Context: an optimization exercise on an open-source flow, tuned for small area, a short achievable clock period and few clock cycles per item. The choices shown serve that exercise and are no tape-out recipe.
Only simulation tests tie the RTL to the original design; equivalence was not proved.
Power is estimated from default activity; no workload was simulated.

### run.sh
#!/bin/bash
# synth_recipe.tcl (not shown) runs the flow's synth.tcl, then flattens the netlist and writes it again
# the make line also repeats each setting of config.mk as NAME=value (left out here)
make -C /OpenROAD-flow-scripts/flow DESIGN_CONFIG=/design/flow/config.mk WORK_HOME=/design/flow/orfs CLKGATE_MAP_FILE= SYNTH_SCRIPT=/design/flow/synth_recipe.tcl finish
### config.mk
export PLATFORM = sky130hd
export DESIGN_NAME = gyro_quaternion_integrator
export DESIGN_NICKNAME = gyro_quaternion_integrator
export VERILOG_FILES = /design/flow/design.v
export SDC_FILE = /design/flow/constraint.sdc
export NUM_CORES = 4
export LEC_CHECK = 0
export CAP_MARGIN = 20
export CORE_MARGIN = 2
export CORE_UTILIZATION = 40
export SLEW_MARGIN = 75
### constraint.sdc
create_clock -name core_clock -period 12.0 [get_ports {clock}]
set_input_delay 2.4000 -clock core_clock [delete_from_list [all_inputs] [get_ports {clock}]]
set_output_delay 2.4000 -clock core_clock [all_outputs]
set_load 0.01 [all_outputs]
### design.v
package gqi_pkg;
   localparam int QUAT_FRAC = 30;
   localparam int H_FRAC    = 24;
   localparam logic [31:0] STEP_RESET = 32'd374806;
   localparam logic [15:0] CONF_DONE  = 16'd62259;
   localparam logic [31:0] NORM_MIN   =
      32'((((64'd1 << QUAT_FRAC) + 64'd5000) / 64'd10000));
   localparam logic signed [31:0] QUAT_ONE = 32'sd1 <<< QUAT_FRAC;
   localparam logic [2:0] T_H  = 3'd0;   
   localparam logic [2:0] T_QF = 3'd1;   
   localparam logic [2:0] T_QM = 3'd2;   
   localparam logic [2:0] T_QL = 3'd3;   
   localparam logic [2:0] T_SF = 3'd4;   
   localparam logic [2:0] T_SM = 3'd5;   
endpackage
module gqi_benc (
   input  logic signed [32:0] b,
   input  logic               neg,
   output logic [10:0]        m1,
   output logic [10:0]        m2,
   output logic [10:0]        m3,
   output logic [10:0]        m4,
   output logic [10:0]        sgn
);
   always_comb begin
      logic [3:0] g;
      for (int i = 0; i < 11; i++) begin
         g = {b[3*i+2], b[3*i+1], b[3*i], (i == 0) ? 1'b0 : b[3*i-1]};
         m1[i]  = (g == 4'b0001) | (g == 4'b0010) | (g == 4'b1101) | (g == 4'b1110);
         m2[i]  = (g == 4'b0011) | (g == 4'b0100) | (g == 4'b1011) | (g == 4'b1100);
         m3[i]  = (g == 4'b0101) | (g == 4'b0110) | (g == 4'b1001) | (g == 4'b1010);
         m4[i]  = (g == 4'b0111) | (g == 4'b1000);
         sgn[i] = g[3] ^ neg;
      end
   end
endmodule
module gqi_mul (
   input  logic signed [31:0] a,
   input  logic signed [33:0] a3,
   input  logic [10:0]        m1,
   input  logic [10:0]        m2,
   input  logic [10:0]        m3,
   input  logic [10:0]        m4,
   input  logic [10:0]        sgn,
   input  logic [63:0]        c,
   output logic [63:0]        ps,
   output logic [63:0]        pc
);
   localparam int NR = 13;
   logic [63:0] rows [NR];
   always_comb begin
      logic [33:0] sel;
      logic [34:0] r;
      logic [63:0] k;
      k = '0;
      for (int i = 0; i < NR; i++) rows[i] = '0;
      for (int i = 0; i < 11; i++) begin
         sel = ({34{m1[i]}} & {{2{a[31]}}, a}) | ({34{m2[i]}} & {a[31], a, 1'b0}) |
               ({34{m3[i]}} & a3) | ({34{m4[i]}} & {a, 2'b00});
         r   = {sel[33], sel} ^ {35{sgn[i]}};
         rows[i] = rows[i] | (64'({~r[34], r[33:0]}) << (3*i));
         if (i < 10) rows[i+1] = rows[i+1] | (64'(sgn[i]) << (3*i));
         else        k = k | (64'(sgn[i]) << (3*i));
         if (3*i + 34 < 64) k = k - (64'd1 << (3*i + 34));
      end
      rows[11] = k;
      rows[12] = c;
   end
   function automatic logic [127:0] csa(input logic [63:0] x, input logic [63:0] y,
                                        input logic [63:0] z);
      logic [63:0] s, cy;
      s  = x ^ y ^ z;
      cy = ((x & y) | (x & z) | (y & z)) << 1;
      csa = {cy, s};
   endfunction
   logic [63:0] l1 [9];
   logic [63:0] l2 [6];
   logic [63:0] l3 [4];
   logic [63:0] l4 [3];
   always_comb begin
      for (int g = 0; g < 4; g++) {l1[2*g+1], l1[2*g]} = csa(rows[3*g], rows[3*g+1], rows[3*g+2]);
      l1[8] = rows[12];
      for (int g = 0; g < 3; g++) {l2[2*g+1], l2[2*g]} = csa(l1[3*g], l1[3*g+1], l1[3*g+2]);
      for (int g = 0; g < 2; g++) {l3[2*g+1], l3[2*g]} = csa(l2[3*g], l2[3*g+1], l2[3*g+2]);
      {l4[1], l4[0]} = csa(l3[0], l3[1], l3[2]);
      l4[2] = l3[3];
      {pc, ps} = csa(l4[0], l4[1], l4[2]);
   end
endmodule
module gqi_add #(parameter int W = 34, parameter int L = 6) (
   input  logic [W-1:0] a,
   input  logic [W-1:0] b,
   input  logic         ci,
   output logic [W-1:0] s,
   output logic         co
);
   logic [W-1:0] g [L+1];
   logic [W-1:0] p [L+1];
   always_comb begin
      g[0] = a & b;
      p[0] = a ^ b;
      for (int l = 0; l < L; l++) begin
         for (int i = 0; i < W; i++) begin
            if (i >= (1 << l)) begin
               g[l+1][i] = g[l][i] | (p[l][i] & g[l][i - (1 << l)]);
               p[l+1][i] = p[l][i] & p[l][i - (1 << l)];
            end else begin
               g[l+1][i] = g[l][i] | (p[l][i] & ci);
               p[l+1][i] = 1'b0;
            end
         end
      end
   end
   always_comb begin
      s[0] = p[0][0] ^ ci;
      for (int i = 1; i < W; i++) s[i] = p[0][i] ^ g[L][i-1];
      co = g[L][W-1];
   end
endmodule
module gqi_inc (
   input  logic [31:0] a,
   input  logic        ci,
   output logic [31:0] s
);
   logic [31:0] p [6];
   always_comb begin
      p[0] = a;
      for (int l = 0; l < 5; l++) begin
         for (int i = 0; i < 32; i++) begin
            if ((i >> l) & 1)
               p[l+1][i] = p[l][i] & p[l][((i >> l) << l) - 1];
            else
               p[l+1][i] = p[l][i];
         end
      end
      s[0] = a[0] ^ ci;
      for (int i = 1; i < 32; i++) s[i] = a[i] ^ (ci & p[5][i-1]);
   end
endmodule
module gyro_quaternion_integrator (
   input  logic               clock,
   input  logic               reset,
   input  logic               req_valid,
   output logic               req_stall,
   input  logic signed [31:0] req_rate_x,
   input  logic signed [31:0] req_rate_y,
   input  logic signed [31:0] req_rate_z,
   input  logic               req_accel_ok,
   input  logic               req_gyro_ok,
   input  logic               req_mag_ok,
   output logic               rsp_valid,
   input  logic               rsp_stall,
   output logic signed [31:0] rsp_quat_w,
   output logic signed [31:0] rsp_quat_x,
   output logic signed [31:0] rsp_quat_y,
   output logic signed [31:0] rsp_quat_z,
   output logic [15:0]        rsp_confidence,
   output logic               rsp_applied,
   input  logic               csr_wr_en,
   input  logic [31:0]        csr_wr_data
);
   localparam int NS = 15;             
   localparam int ND = 16;             
   localparam int I_IDLE  = 0;
   localparam int I_ISSUE = 1;
   localparam int I_WSQ   = 2;
   localparam int I_SQRT  = 3;
   localparam int I_DIV   = 4;
   localparam int I_FIN   = 5;
   localparam logic [5:0] M_IDLE  = 6'b1 << I_IDLE;
   localparam logic [5:0] M_ISSUE = 6'b1 << I_ISSUE;
   localparam logic [5:0] M_WSQ   = 6'b1 << I_WSQ;
   localparam logic [5:0] M_SQRT  = 6'b1 << I_SQRT;
   localparam logic [5:0] M_DIV   = 6'b1 << I_DIV;
   localparam logic [5:0] M_FIN   = 6'b1 << I_FIN;
   logic [5:0]  m_st;
   logic [3:0]  icnt;
   logic [3:0]  scnt;
   logic        tiny;
   logic        slot_full, slot_hdone;
   logic [1:0]  hcnt;
   logic [1:0]  skip_cnt;
   logic [31:0] sf;
   logic        upd;
   logic        rsp_v, rsp_app;
   logic [2:0][31:0] h;       
   logic [3:0][31:0] q;       
   logic [3:0][31:0] n;       
   logic [3:0][31:0] rem;     
   logic [32:0]      srem;    
   logic [33:0]      r3;      
   logic [3:0]       sgn;     
   logic [63:0]      acc;     
   logic [31:0]      root;    
   logic [31:0]      dvd;     
   logic [33:0]      dvd3;    
   logic signed [31:0] op_a;
   logic signed [33:0] op_a3;                     
   logic [10:0]        op_m1, op_m2, op_m3, op_m4, op_sgn;    
   logic [10:0]        iss_m1, iss_m2, iss_m3, iss_m4, iss_sgn;
   logic [1:0]         op_cs;     
   logic [63:0]        op_c;
   logic               v1, v2;
   logic [2:0]         t1, t2;
   logic [1:0]         x1, x2;
   logic               w_wacc;             
   logic [3:0]         w_n;                
   logic [2:0]         w_h;                
   logic signed [39:0] wsum;               
   logic [3:0]         w3_n;
   logic [2:0]         w3_h;
   logic [63:0]        ps_ff, pc_ff;
   logic [63:0]        ps, pc;
   assign op_c = (op_cs == 2'd2) ? ((64'($signed(q[x1])) << gqi_pkg::H_FRAC) | (64'd1 << (gqi_pkg::H_FRAC - 1))) :
                 (op_cs == 2'd1) ? (64'd1 << (gqi_pkg::H_FRAC - 1)) : 64'd0;
   gqi_mul  u_mul  (.a(op_a), .a3(op_a3), .m1(op_m1), .m2(op_m2), .m3(op_m3), .m4(op_m4),
                    .sgn(op_sgn), .c(op_c), .ps(ps), .pc(pc));
   logic take, rsp_free, all_ok;
   assign req_stall = slot_full | (skip_cnt == 2'd3);
   assign take      = req_valid & ~req_stall;
   assign all_ok    = req_accel_ok & req_gyro_ok & req_mag_ok;
   assign rsp_free  = ~rsp_v | ~rsp_stall;
   logic        iss_v;
   logic [2:0]  iss_t;
   logic [1:0]  iss_x;
   logic signed [31:0] iss_a;
   logic signed [32:0] iss_b;
   logic        iss_neg;
   logic [1:0]  iss_cs;
   logic        h_issue;
   logic [1:0] tab_h, tab_q, tab_k;
   logic       tab_n;
   logic [1:0] tab_t;
   always_comb begin
      tab_h = 2'd0; tab_q = 2'd0; tab_n = 1'b0; tab_k = 2'd0; tab_t = 2'd0;
      case (icnt)
         4'd0:  begin tab_h = 2'd0; tab_q = 2'd1; tab_n = 1'b1; tab_k = 2'd0; tab_t = 2'd0; end
         4'd1:  begin tab_h = 2'd1; tab_q = 2'd2; tab_n = 1'b1; tab_k = 2'd0; tab_t = 2'd1; end
         4'd2:  begin tab_h = 2'd2; tab_q = 2'd3; tab_n = 1'b1; tab_k = 2'd0; tab_t = 2'd2; end
         4'd3:  begin tab_h = 2'd0; tab_q = 2'd0; tab_n = 1'b0; tab_k = 2'd1; tab_t = 2'd0; end
         4'd4:  begin tab_h = 2'd2; tab_q = 2'd2; tab_n = 1'b0; tab_k = 2'd1; tab_t = 2'd1; end
         4'd5:  begin tab_h = 2'd1; tab_q = 2'd3; tab_n = 1'b1; tab_k = 2'd1; tab_t = 2'd2; end
         4'd6:  begin tab_h = 2'd1; tab_q = 2'd0; tab_n = 1'b0; tab_k = 2'd2; tab_t = 2'd0; end
         4'd7:  begin tab_h = 2'd2; tab_q = 2'd1; tab_n = 1'b1; tab_k = 2'd2; tab_t = 2'd1; end
         4'd8:  begin tab_h = 2'd0; tab_q = 2'd3; tab_n = 1'b0; tab_k = 2'd2; tab_t = 2'd2; end
         4'd9:  begin tab_h = 2'd2; tab_q = 2'd0; tab_n = 1'b0; tab_k = 2'd3; tab_t = 2'd0; end
         4'd10: begin tab_h = 2'd1; tab_q = 2'd1; tab_n = 1'b0; tab_k = 2'd3; tab_t = 2'd1; end
         4'd11: begin tab_h = 2'd0; tab_q = 2'd2; tab_n = 1'b1; tab_k = 2'd3; tab_t = 2'd2; end
         default: begin tab_k = icnt[1:0]; end
      endcase
   end
   logic start0;
   logic [3:0][31:0] q_fin;
   assign start0 = slot_full & slot_hdone & (skip_cnt == 2'd0) &
                   (m_st[I_IDLE] | (m_st[I_FIN] & ~rsp_v));
   logic [6:0] asel, asel_nx;
   function automatic logic [6:0] a_of(input logic [3:0] i);
      case (i)
         4'd0, 4'd3, 4'd8, 4'd11: a_of = 7'b0000001;
         4'd1, 4'd5, 4'd6, 4'd10: a_of = 7'b0000010;
         4'd2, 4'd4, 4'd7, 4'd9:  a_of = 7'b0000100;
         4'd12:                   a_of = 7'b0001000;
         4'd13:                   a_of = 7'b0010000;
         4'd14:                   a_of = 7'b0100000;
         default:                 a_of = 7'b1000000;
      endcase
   endfunction
   logic [1:0] hcnt_nx;
   logic       issue_nx;
   assign hcnt_nx  = ((take & all_ok) | w3_h[2]) ? 2'd0 : h_issue ? hcnt + 2'd1 : hcnt;
   assign issue_nx = start0 | (m_st[I_ISSUE] & (icnt != 4'd15));
   always_comb begin
      if (issue_nx)
         asel_nx = a_of(start0 ? 4'd1 : icnt + 4'd1);
      else
         asel_nx = (hcnt_nx == 2'd1) ? 7'b0000010 : (hcnt_nx == 2'd2) ? 7'b0000100 : 7'b0000001;
      iss_a = ({32{asel[0]}} & h[0]) | ({32{asel[1]}} & h[1]) | ({32{asel[2]}} & h[2]) |
              ({32{asel[3]}} & n[0]) | ({32{asel[4]}} & n[1]) | ({32{asel[5]}} & n[2]) |
              ({32{asel[6]}} & n[3]);
   end
   always_comb begin
      h_issue = (m_st[I_IDLE] | m_st[I_DIV] | m_st[I_FIN]) &
                slot_full & ~slot_hdone & (hcnt != 2'd3);
      iss_v   = 1'b0;
      iss_t   = gqi_pkg::T_H;
      iss_x   = 2'd0;
      iss_b   = '0;
      iss_neg = 1'b0;
      iss_cs  = 2'd0;
      if (m_st[I_ISSUE]) begin
         iss_v = 1'b1;
         iss_x = tab_k;
         if (!icnt[3] || icnt[3:2] == 2'b10) begin
            iss_b   = 33'($signed(q[tab_q]));
            iss_neg = tab_n;
            iss_t   = (tab_t == 2'd0) ? gqi_pkg::T_QF : (tab_t == 2'd1) ? gqi_pkg::T_QM : gqi_pkg::T_QL;
            iss_cs  = (tab_t == 2'd0) ? 2'd2 : 2'd0;
         end else begin
            iss_b   = 33'($signed(n[icnt[1:0]]));
            iss_t   = (icnt[1:0] == 2'd0) ? gqi_pkg::T_SF : gqi_pkg::T_SM;
         end
      end else if (start0) begin
         iss_v   = 1'b1;
         iss_x   = 2'd0;
         iss_b   = 33'($signed(m_st[I_FIN] ? q_fin[1] : q[1]));
         iss_neg = 1'b1;
         iss_t   = gqi_pkg::T_QF;
         iss_cs  = 2'd2;
      end else if (h_issue) begin
         iss_v = 1'b1;
         iss_x = hcnt;
         iss_b = {1'b0, sf};
         iss_t = gqi_pkg::T_H;
         iss_cs = 2'd1;
      end
   end
   logic [33:0] iss_a3;
   gqi_add #(34) u_a3 (.a(34'(iss_a)), .b(34'(iss_a) << 1), .ci(1'b0), .s(iss_a3), .co());
   gqi_benc u_benc (.b(iss_b), .neg(iss_neg), .m1(iss_m1), .m2(iss_m2), .m3(iss_m3), .m4(iss_m4),
                    .sgn(iss_sgn));
   logic [63:0] wb_base, wb_sum;
   logic [63:0] ws, wc;
   logic signed [39:0] wb_sh;
   logic [31:0] h_sat, n_sat;
   always_comb begin
      wb_base = acc;
      ws     = wb_base ^ ps_ff ^ pc_ff;
      wc     = ((wb_base & ps_ff) | (wb_base & pc_ff) | (ps_ff & pc_ff)) << 1;
      wb_sum = ws + wc;
      wb_sh  = wsum;
      if (wb_sh > 40'sd1073741824)
         h_sat = 32'sd1073741824;
      else if (wb_sh < -40'sd1073741824)
         h_sat = -32'sd1073741824;
      else
         h_sat = wb_sh[31:0];
      if (wb_sh > 40'sd2147483647)
         n_sat = 32'sd2147483647;
      else if (wb_sh < -40'sd2147483647)
         n_sat = -32'sd2147483647;
      else
         n_sat = wb_sh[31:0];
   end
   logic        sq_first, sq_last;     
   logic [32:0] sq_rem_nx;
   logic [31:0] sq_root_nx;
   logic [33:0] sq_r3_nx, sq_d3_nx;
   logic [63:0] sq_x_nx;
   logic [36:0] sq_t, sq_e1, sq_e2, sq_e3;
   assign sq_t = {srem, acc[63:60]};
   gqi_add #(37, 6) u_sq1 (.a(sq_t), .b(~{2'b00, root, 3'b001}), .ci(1'b1), .s(sq_e1), .co());
   gqi_add #(37, 6) u_sq2 (.a(sq_t), .b(~{1'b0, root, 4'b0100}), .ci(1'b1), .s(sq_e2), .co());
   gqi_add #(37, 6) u_sq3 (.a(sq_t), .b(~{r3, 3'b001}), .ci(1'b1), .s(sq_e3), .co());
   logic [31:0] sq_pp, sq_pm_n;
   logic [31:0] sq_pm;
   gqi_inc u_pp (.a(r3[31:0]), .ci(1'b1), .s(sq_pp));
   gqi_inc u_pm (.a(~r3[31:0]), .ci(1'b1), .s(sq_pm_n));
   assign sq_pm = ~sq_pm_n;
   always_comb begin
      logic [36:0] t, e1, e2, e3;
      logic [33:0] pm, pp;
      t  = sq_t;
      e1 = sq_e1;
      e2 = sq_e2;
      e3 = sq_e3;
      pm = 34'(sq_pm);
      pp = 34'(sq_pp);
      sq_x_nx = {acc[59:0], 4'b0000};
      if (!e3[36]) begin
         sq_rem_nx  = e3[32:0];
         sq_root_nx = {root[29:0], 2'd3};
         sq_r3_nx   = {pp[31:0], 2'b10};
         sq_d3_nx   = {pp[31:0], 2'b01};
      end else if (!e2[36]) begin
         sq_rem_nx  = e2[32:0];
         sq_root_nx = {root[29:0], 2'd2};
         sq_r3_nx   = {r3[31:0], 2'b11};
         sq_d3_nx   = {r3[31:0], 2'b10};
      end else if (!e1[36]) begin
         sq_rem_nx  = e1[32:0];
         sq_root_nx = {root[29:0], 2'd1};
         sq_r3_nx   = {r3[31:0], 2'b00};
         sq_d3_nx   = {pm[31:0], 2'b11};
      end else begin
         sq_rem_nx  = t[32:0];
         sq_root_nx = {root[29:0], 2'd0};
         sq_r3_nx   = {pm[31:0], 2'b01};
         sq_d3_nx   = {pm[31:0], 2'b00};
      end
   end
   logic [4:0]  sq0_rem;
   logic [3:0]  sq0_root;
   always_comb begin
      logic [8:0] t, e1, e2, e3;
      logic [4:0] r;
      logic [3:0] rt;
      r  = '0;
      rt = '0;
      for (int i = 0; i < 2; i++) begin
         t  = {1'b0, r[3:0], acc[63-4*i -: 4]};
         e1 = t - 9'({rt, 3'b001});
         e2 = t - 9'({rt, 4'b0100});
         e3 = t - 9'(24 * rt + 9);
         if (!e3[8])      begin r = e3[4:0]; rt = {rt[1:0], 2'd3}; end
         else if (!e2[8]) begin r = e2[4:0]; rt = {rt[1:0], 2'd2}; end
         else if (!e1[8]) begin r = e1[4:0]; rt = {rt[1:0], 2'd1}; end
         else             begin r = t[4:0];  rt = {rt[1:0], 2'd0}; end
      end
      sq0_rem  = r;
      sq0_root = rt;
   end
   logic [5:0] sq0_r3;
   always_comb begin
      case (sq0_root)
         4'd0:  sq0_r3 = 6'd1;   4'd1:  sq0_r3 = 6'd4;   4'd2:  sq0_r3 = 6'd7;   4'd3:  sq0_r3 = 6'd10;
         4'd4:  sq0_r3 = 6'd13;  4'd5:  sq0_r3 = 6'd16;  4'd6:  sq0_r3 = 6'd19;  4'd7:  sq0_r3 = 6'd22;
         4'd8:  sq0_r3 = 6'd25;  4'd9:  sq0_r3 = 6'd28;  4'd10: sq0_r3 = 6'd31;  4'd11: sq0_r3 = 6'd34;
         4'd12: sq0_r3 = 6'd37;  4'd13: sq0_r3 = 6'd40;  4'd14: sq0_r3 = 6'd43;  default: sq0_r3 = 6'd46;
      endcase
   end
   logic [3:0][31:0] dv_rem_nx;
   logic [3:0][31:0] dv_q_nx;
   logic [3:0][34:0] dv_t, dv_e1, dv_e2, dv_e3;
   for (genvar k = 0; k < 4; k++) begin : g_dv
      assign dv_t[k] = {1'b0, rem[k], n[k][31:30]};
      gqi_add #(35, 6) u_e1 (.a(dv_t[k]), .b(~{3'b000, dvd}), .ci(1'b1), .s(dv_e1[k]), .co());
      gqi_add #(35, 6) u_e2 (.a(dv_t[k]), .b(~{2'b00, dvd, 1'b0}), .ci(1'b1), .s(dv_e2[k]), .co());
      gqi_add #(35, 6) u_e3 (.a(dv_t[k]), .b(~{1'b0, dvd3}), .ci(1'b1), .s(dv_e3[k]), .co());
   end
   always_comb begin
      logic [34:0] t, e1, e2, e3;
      for (int k = 0; k < 4; k++) begin
         t  = dv_t[k];
         e1 = dv_e1[k];
         e2 = dv_e2[k];
         e3 = dv_e3[k];
         if (!e3[34]) begin
            dv_rem_nx[k] = e3[31:0];
            dv_q_nx[k]   = {n[k][29:0], 2'd3};
         end else if (!e2[34]) begin
            dv_rem_nx[k] = e2[31:0];
            dv_q_nx[k]   = {n[k][29:0], 2'd2};
         end else if (!e1[34]) begin
            dv_rem_nx[k] = e1[31:0];
            dv_q_nx[k]   = {n[k][29:0], 2'd1};
         end else begin
            dv_rem_nx[k] = t[31:0];
            dv_q_nx[k]   = {n[k][29:0], 2'd0};
         end
      end
   end
   logic [31:0] cv_n, cv_abs;
   assign cv_n   = n[scnt[1:0]];
   assign cv_abs = cv_n[31] ? -cv_n : cv_n;
   for (genvar k = 0; k < 4; k++) begin : g_fin
      gqi_inc u_inc (.a({1'b0, n[k][31:1]} ^ {32{sgn[k]}}), .ci(n[k][0] ^ sgn[k]), .s(q_fin[k]));
   end
   always_ff @(posedge clock) begin
      op_a   <= iss_a;
      asel   <= asel_nx;
      op_a3  <= iss_a3;
      op_m1  <= iss_m1;
      op_m2  <= iss_m2;
      op_m3  <= iss_m3;
      op_m4  <= iss_m4;
      op_sgn <= iss_sgn;
      op_cs  <= iss_cs;
      t1     <= iss_t;
      x1     <= iss_x;
      ps_ff  <= ps;
      pc_ff  <= pc;
      t2     <= t1;
      x2     <= x1;
      w_wacc <= v1 & (t1 != gqi_pkg::T_H);
      for (int k = 0; k < 4; k++) w_n[k] <= v1 & (t1 == gqi_pkg::T_QL) & (x1 == 2'(k));
      for (int k = 0; k < 3; k++) w_h[k] <= v1 & (t1 == gqi_pkg::T_H) & (x1 == 2'(k));
      if (csr_wr_en) sf <= csr_wr_data;
      if (!slot_full) begin
         h[0] <= req_rate_x;
         h[1] <= req_rate_y;
         h[2] <= req_rate_z;
      end
      if (v2 && w_wacc) acc <= (w_n != 4'd0) ? 64'd0 : wb_sum;
      wsum <= wb_sum[63:gqi_pkg::H_FRAC];
      w3_n <= v2 ? w_n : 4'd0;
      w3_h <= v2 ? w_h : 3'd0;
      for (int k = 0; k < 3; k++) if (w3_h[k]) h[k] <= h_sat;
      for (int k = 0; k < 4; k++) if (w3_n[k]) n[k] <= n_sat;
      case (1'b1)
         m_st[I_ISSUE]: begin
            icnt <= icnt + 4'd1;
            if (icnt == 4'd15) m_st <= M_WSQ;
         end
         m_st[I_WSQ]: begin
            if (v2 && t2 == gqi_pkg::T_SM && x2 == 2'd3) begin
               m_st <= M_SQRT;
               sq_first <= 1'b1;
               sq_last  <= 1'b0;
               scnt <= '0;
               srem <= '0;
               root <= '0;
               r3   <= 34'd1;
            end
         end
         m_st[I_SQRT]: begin
            sq_first <= 1'b0;
            sq_last  <= (scnt == 4'(NS - 2));
            if (sq_first) begin
               srem <= 33'(sq0_rem);
               root <= 32'(sq0_root);
               r3   <= 34'(sq0_r3);
               acc  <= {acc[55:0], 8'b0};
            end else begin
               srem <= sq_rem_nx;
               root <= sq_root_nx;
               r3   <= sq_r3_nx;
               acc  <= sq_x_nx;
            end
            scnt <= scnt + 4'd1;
            if (scnt[3:2] == 2'b00) begin
               sgn[scnt[1:0]] <= cv_n[31];
               rem[scnt[1:0]] <= {1'b0, cv_abs[31:1]};
               n[scnt[1:0]]   <= {cv_abs[0], 31'b0};
            end
            if (sq_first) tiny <= (acc < 64'd11529390625);
            if (sq_last) begin
               scnt <= '0;
               dvd  <= sq_root_nx;
               dvd3 <= sq_d3_nx;
               if (tiny) begin
                  m_st <= M_FIN;
                  for (int k = 0; k < 4; k++) n[k] <= {rem[k][29:0], n[k][31], 1'b0};
               end else begin
                  m_st <= M_DIV;
               end
            end
         end
         m_st[I_DIV]: begin
            rem  <= dv_rem_nx;
            n    <= dv_q_nx;
            scnt <= scnt + 4'd1;
            if (scnt == 4'(ND - 1)) m_st <= M_FIN;
         end
         default: ;
      endcase
      if (reset) begin
         m_st       <= M_IDLE;
         icnt       <= '0;
         scnt       <= '0;
         tiny       <= 1'b0;
         slot_full  <= 1'b0;
         slot_hdone <= 1'b0;
         hcnt       <= '0;
         skip_cnt   <= '0;
         sf         <= gqi_pkg::STEP_RESET;
         acc        <= '0;
         upd        <= 1'b0;
         rsp_v      <= 1'b0;
         rsp_app    <= 1'b0;
         v1         <= 1'b0;
         v2         <= 1'b0;
         w_wacc     <= 1'b0;
         w_n        <= '0;
         w_h        <= '0;
         w3_n       <= '0;
         w3_h       <= '0;
         q[0]       <= gqi_pkg::QUAT_ONE;
         q[1]       <= '0;
         q[2]       <= '0;
         q[3]       <= '0;
      end else begin
         v1 <= iss_v;
         v2 <= v1;
         if (rsp_v && !rsp_stall) rsp_v <= 1'b0;
         hcnt <= hcnt_nx;
         if (w3_h[2]) slot_hdone <= 1'b1;
         if (take) begin
            if (all_ok) begin
               slot_full  <= 1'b1;
               slot_hdone <= 1'b0;
            end
         end
         case (1'b1)
            m_st[I_IDLE]: begin
               if (skip_cnt != 2'd0) begin
                  if (rsp_free) begin
                     rsp_v   <= 1'b1;
                     rsp_app <= 1'b0;
                  end
               end
            end
            m_st[I_ISSUE]: begin
               if (icnt == 4'd11) begin
                  slot_full  <= 1'b0;
                  slot_hdone <= 1'b0;
               end
            end
            m_st[I_FIN]: begin
               if (!rsp_v) begin
                  q       <= q_fin;
                  upd     <= 1'b1;
                  rsp_v   <= 1'b1;
                  rsp_app <= 1'b1;
                  m_st    <= M_IDLE;
               end
            end
            default: ;
         endcase
         if (start0) begin
            m_st <= M_ISSUE;
            icnt <= 4'd1;
         end
         skip_cnt <= skip_cnt + 2'(take & ~all_ok)
                   - 2'(m_st[I_IDLE] && skip_cnt != 2'd0 && rsp_free);
      end
   end
   assign rsp_valid      = rsp_v;
   assign rsp_quat_w     = q[0];
   assign rsp_quat_x     = q[1];
   assign rsp_quat_y     = q[2];
   assign rsp_quat_z     = q[3];
   assign rsp_confidence = upd ? gqi_pkg::CONF_DONE : 16'd0;
   assign rsp_applied    = rsp_app;
endmodule
==> run_results.csv <==
group,metric,value,unit
sta,finalCritPeriodShare,44.4,%
placement,pre_cts_slack,6.73,ns
global_route,antenna_found_initial,36,
critical_path,cp_data_arrival_time,6.08,ns
cts,ctsResizeCount,0,
power_and_ir_drop,p_comb_share,25.8,%
synthesis,synth-seq-cells,1086,
cts,cts_tree,"yes",
power_and_ir_drop,peakVddDrop,121,uV
status,status,"timing/DRC/antenna clean",
floorplan,initial_core_util,40.1,%
critical_path,critPathKind,"flip-flop to flip-flop",
sta,rsz0062_at_grt,"no",
floorplan,die_x,519,um
floorplan,dieArea,270000,um2
sta,fin_tns_setup,0,ns
placement,gp_congestion,1.01,
sta,hold_viol,0,
cts,cts_setup_buffers,0,
layout,area_growth,19.5,%
power_and_ir_drop,netSwitchingFraction,38.1,%
sta,max_freq,188,MHz
synthesis,seq_area_frac_synth,24.2,%
critical_path,path_cells,"fa_1, ha_1, a2111oi_4, clkdlybuf4s50_1, o31ai_4, a311oi_4, a21oi_1, o211ai_1, dlymetal6s2s_1, a41oi_1, buf_4, a221oi_1, buf_1, nor3_1, or3_1, xor2_1, a221oi_1, a211oi_1",
critical_path,cp-end-kind,"flip-flop",
floorplan,dieHeight,519,um
synthesis,synth_area,106000,um2
placement,portBuffers,276,
synthesis,syn_avg_cell_area,8.52,um2
global_route,grt_max_degree,61,
cts,postCtsHoldBufs,0,
critical_path,path_buf_inv,4,
layout,layout-drive-gt1-share,16.0,%
synthesis,synth_top_area_share,13.0,%
power_and_ir_drop,intPower,0.00796,W
critical_path,critPathSlowestCell,"clkdlybuf4s50_1",
cts,clockBufferDepth,3,
layout,num-fill-cells,24825,
power_and_ir_drop,power,0.0128,W
cts,h-tree-depth,4,
critical_path,crit_path_max_incr_delay,0.59,ns
critical_path,cp.required,12.75,ns
sta,worst_slack,6.67,ns
routing,wl,519000,um
routing,first_pass_iters,10,
routing,drc,0,
critical_path,cp_top_family,"compound AO/OA/AOI/OAI gates",
power_and_ir_drop,power_frac_seq,38.0,%
synthesis,synth_top_cell_by_area,"dfxtp_1",
floorplan,io_pins,283,
synthesis,synthCells,12467,
synthesis,synth_edf_count,394,
sta,maxSlewViolCount,0,
critical_path,reg2reg_setup_slack,6.67,ns
power_and_ir_drop,switchingPower,0.00489,W
placement,hpwl,395000,um
global_route,grt_pass1_wl,741000,um
sta,min_period,5.33,ns
power_and_ir_drop,leakage,49.9,nW
layout,final_core_util,47.9,%
synthesis,postSynth.asyncResetShare,0,%
sta,setup_viol,0,
critical_path,worstPathMaxFanout,6,
synthesis,synth.distinct_cells,106,
synthesis,yosys-top-cells-area,"dfxtp_1, edfxtp_1, ha_1, fa_1, xnor2_1",
floorplan,floorplan.rows,189,
routing,viasPerCell,6.58,
global_route,grt_usage,37.1,%
global_route,grt_overflow,0,
layout,nets,14016,
synthesis,synth-main-ff-cell,"dfxtp_1",
cts,clock_sinks,1086,
cts,clk_pin_slew,0.06,ns
hold_path,hold_path.class,"flip-flop to flip-flop",
routing,vias,107891,
sta,finClkSkew,0.0959,ns
power_and_ir_drop,cellPowerDensity,101,nW/um2
critical_path,worstSetupStartpointType,"flip-flop",
cts,clk_latency,0.90,ns
cts,cts-root-buf,"clkbuf_16",
synthesis,synth_warnings,19,
routing,dr.first_iter.drc_count,15584,
routing,ant_nets,0,
global_route,grt_pass1_vias,102186,
floorplan,coreArea,265000,um2
power_and_ir_drop,clock_power_share,36.2,%
critical_path,crit_path_frequent_cell,"a221oi_1",
cts,cts_buffers,143,
job,drv_cap,0,
routing,wire_per_inst,31.7,um
state kept, by name, summed over array words and instances (netlist names), 7 cells and up:
| name | flops |
|---|---|
| sf | 32 |
| dvd3 | 34 |
| pc_ff | 57 |
| n | 128 |
| r3 | 34 |
| asel | 7 |
| acc | 64 |
| op_m3 | 11 |
| op_m2 | 11 |
| q | 128 |
| wsum | 40 |
| srem | 33 |
| rem | 128 |
| op_m1 | 11 |
| op_a | 31 |
| op_m4 | 11 |
| ps_ff | 64 |
| dvd | 32 |
| op_a3 | 33 |
| root | 31 |
| h | 96 |
| op_sgn | 11 |
cells in the mapped netlist (71+ instances only):
library cell / n
a221o_1: 103
ha_1: 802
o21a_1: 109
a211oi_1: 188
fa_1: 368
clkbuf_1: 899
nand2b_1: 116
a21o_1: 267
inv_1: 718
a22o_1: 343
o21ai_0: 739
and2_1: 71
nor2b_1: 124
a221oi_1: 450
nor3_1: 175
mux4_2: 95
nor2_1: 812
xor2_1: 394
mux2_2: 115
a31oi_1: 85
mux2i_1: 175
or3_1: 77
o22ai_1: 87
nand3_1: 248
edfxtp_1: 394
dfxtp_1: 692
o211ai_1: 80
xnor2_1: 712
a21oi_1: 1065
nand2_1: 846
buf_1: 96
a22oi_1: 145
final timing paths:
kind,startpoint,to,cells past startpoint
max,acc[5],acc[60],18
min,t1[0],t2[0],0
max reg2reg,acc[5],acc[60],18
min reg2reg,t1[0],t2[0],0
cell usage in the layout, fill, tap and decap left out, drive strengths merged, types with 294 or more instances in the layout:
master | synthesis | routed
xor2 | 394 | 394
ha | 802 | 802
nand2 | 846 | 846
a221oi | 450 | 450
a21oi | 1065 | 1065
xnor2 | 712 | 712
clkdlybuf4s50 | 0 | 294
nor2 | 813 | 813
dfxtp | 692 | 692
o21ai | 751 | 751
buf | 127 | 794
edfxtp | 394 | 394
fa | 368 | 368
inv | 720 | 728
a22o | 343 | 343
cell families after synthesis:
family | count (synthesis) | synth area share, %
other cells | 1 | 0.00353
flops | 1086 | 24.2
mux | 385 | 4.88
buf+inv | 1754 | 6.28
simple gates | 2783 | 12.3
fa+ha+maj | 1171 | 16.4
xor+xnor | 1106 | 9.12
compound gates | 4181 | 26.9
layer usage:
metal | vias to the layer above | global-route usage, % | routed length (um)
li1 | 46369 | - | -
met1 | 52412 | 47.1 | 198000
met2 | 7316 | 53.3 | 212000
met3 | 1770 | 10.8 | 62000
met4 | 24 | 27.1 | 47000
met5 | - | 0.196 | 256
power by group through the flow:
stage               Clock (W)  Sequential (W)  Combinational, W
global placement            0         0.00487           0.00288
finish                0.00465         0.00489           0.00331
CTS                   0.00467         0.00480           0.00317
global route          0.00483         0.00485           0.00354
floorplan                   0         0.00430           0.00196
detailed placement          0         0.00487           0.00312
stage by stage:
step | hold slack [ns] | std cells | cell area (um2)
6_report | 0.364 | 16386 | 127000
5_1_grt | 0.384 | 16370 | 127000
4_1_cts | 0.371 | 16322 | 125000
3_5_place_dp | 0.360 | 16056 | 120000
3_3_place_gp | 0.356 | 15548 | 112000
2_1_floorplan | 0.329 | 12472 | 106000
worst register-to-register path: cells and delay by family (launching register included):
kind            cells  cell delay [ns]
xor+xnor            1             0.25
compound gates      9             2.00
buf+inv             4             1.19
simple gates        2             0.47
flops               1             0.47
fa+ha+maj           2             0.84
area by class of cell:
cell class / count / area [um2] / share of cell area (%)
Sequential cell: 1086 / 26200 / 20.6
Antenna cell: 22 / 55.1 / 0.0434
Clock buffer: 191 / 3970 / 3.13
Inverter: 727 / 2780 / 2.19
Tap cell: 3533 / 4420 / 3.48
Clock inverter: 75 / 1030 / 0.813
Timing Repair Buffer: 1120 / 11200 / 8.80
Multi-Input combinational cell: 9632 / 77300 / 60.9
Testbench counts, summed over its fixed seeds: cycles 74,660, items 1,600.

[static timing again, ports no longer ideal]
The results above use ideal ports. As a check the final layout listed here was re-extracted and re-timed, cells and wires unchanged.
Step 1: set_driving_cell puts a clkbuf_16 on clock and a buf_2 on each other input, an assumption about the parent block.
Step 2 also shifts input and output timing later by t, the mid clock arrival at the registers, as if the neighbouring blocks saw the same clock.
Slacks: no drivers / after step 1 / after step 2; pairs: no drivers / after step 1.
shift t [ns]: 0.948
setup WS [ns]: 6.674 / 6.674 / 6.674
latest minus earliest clock arrival (ns): 0.097 / 0.097
worst register clock-pin slew, ns: 0.07 / 0.07
After both steps this run still meets setup and hold. The setup slack of this run moves by 0.000 ns with the drivers and by 0.000 ns with both steps.
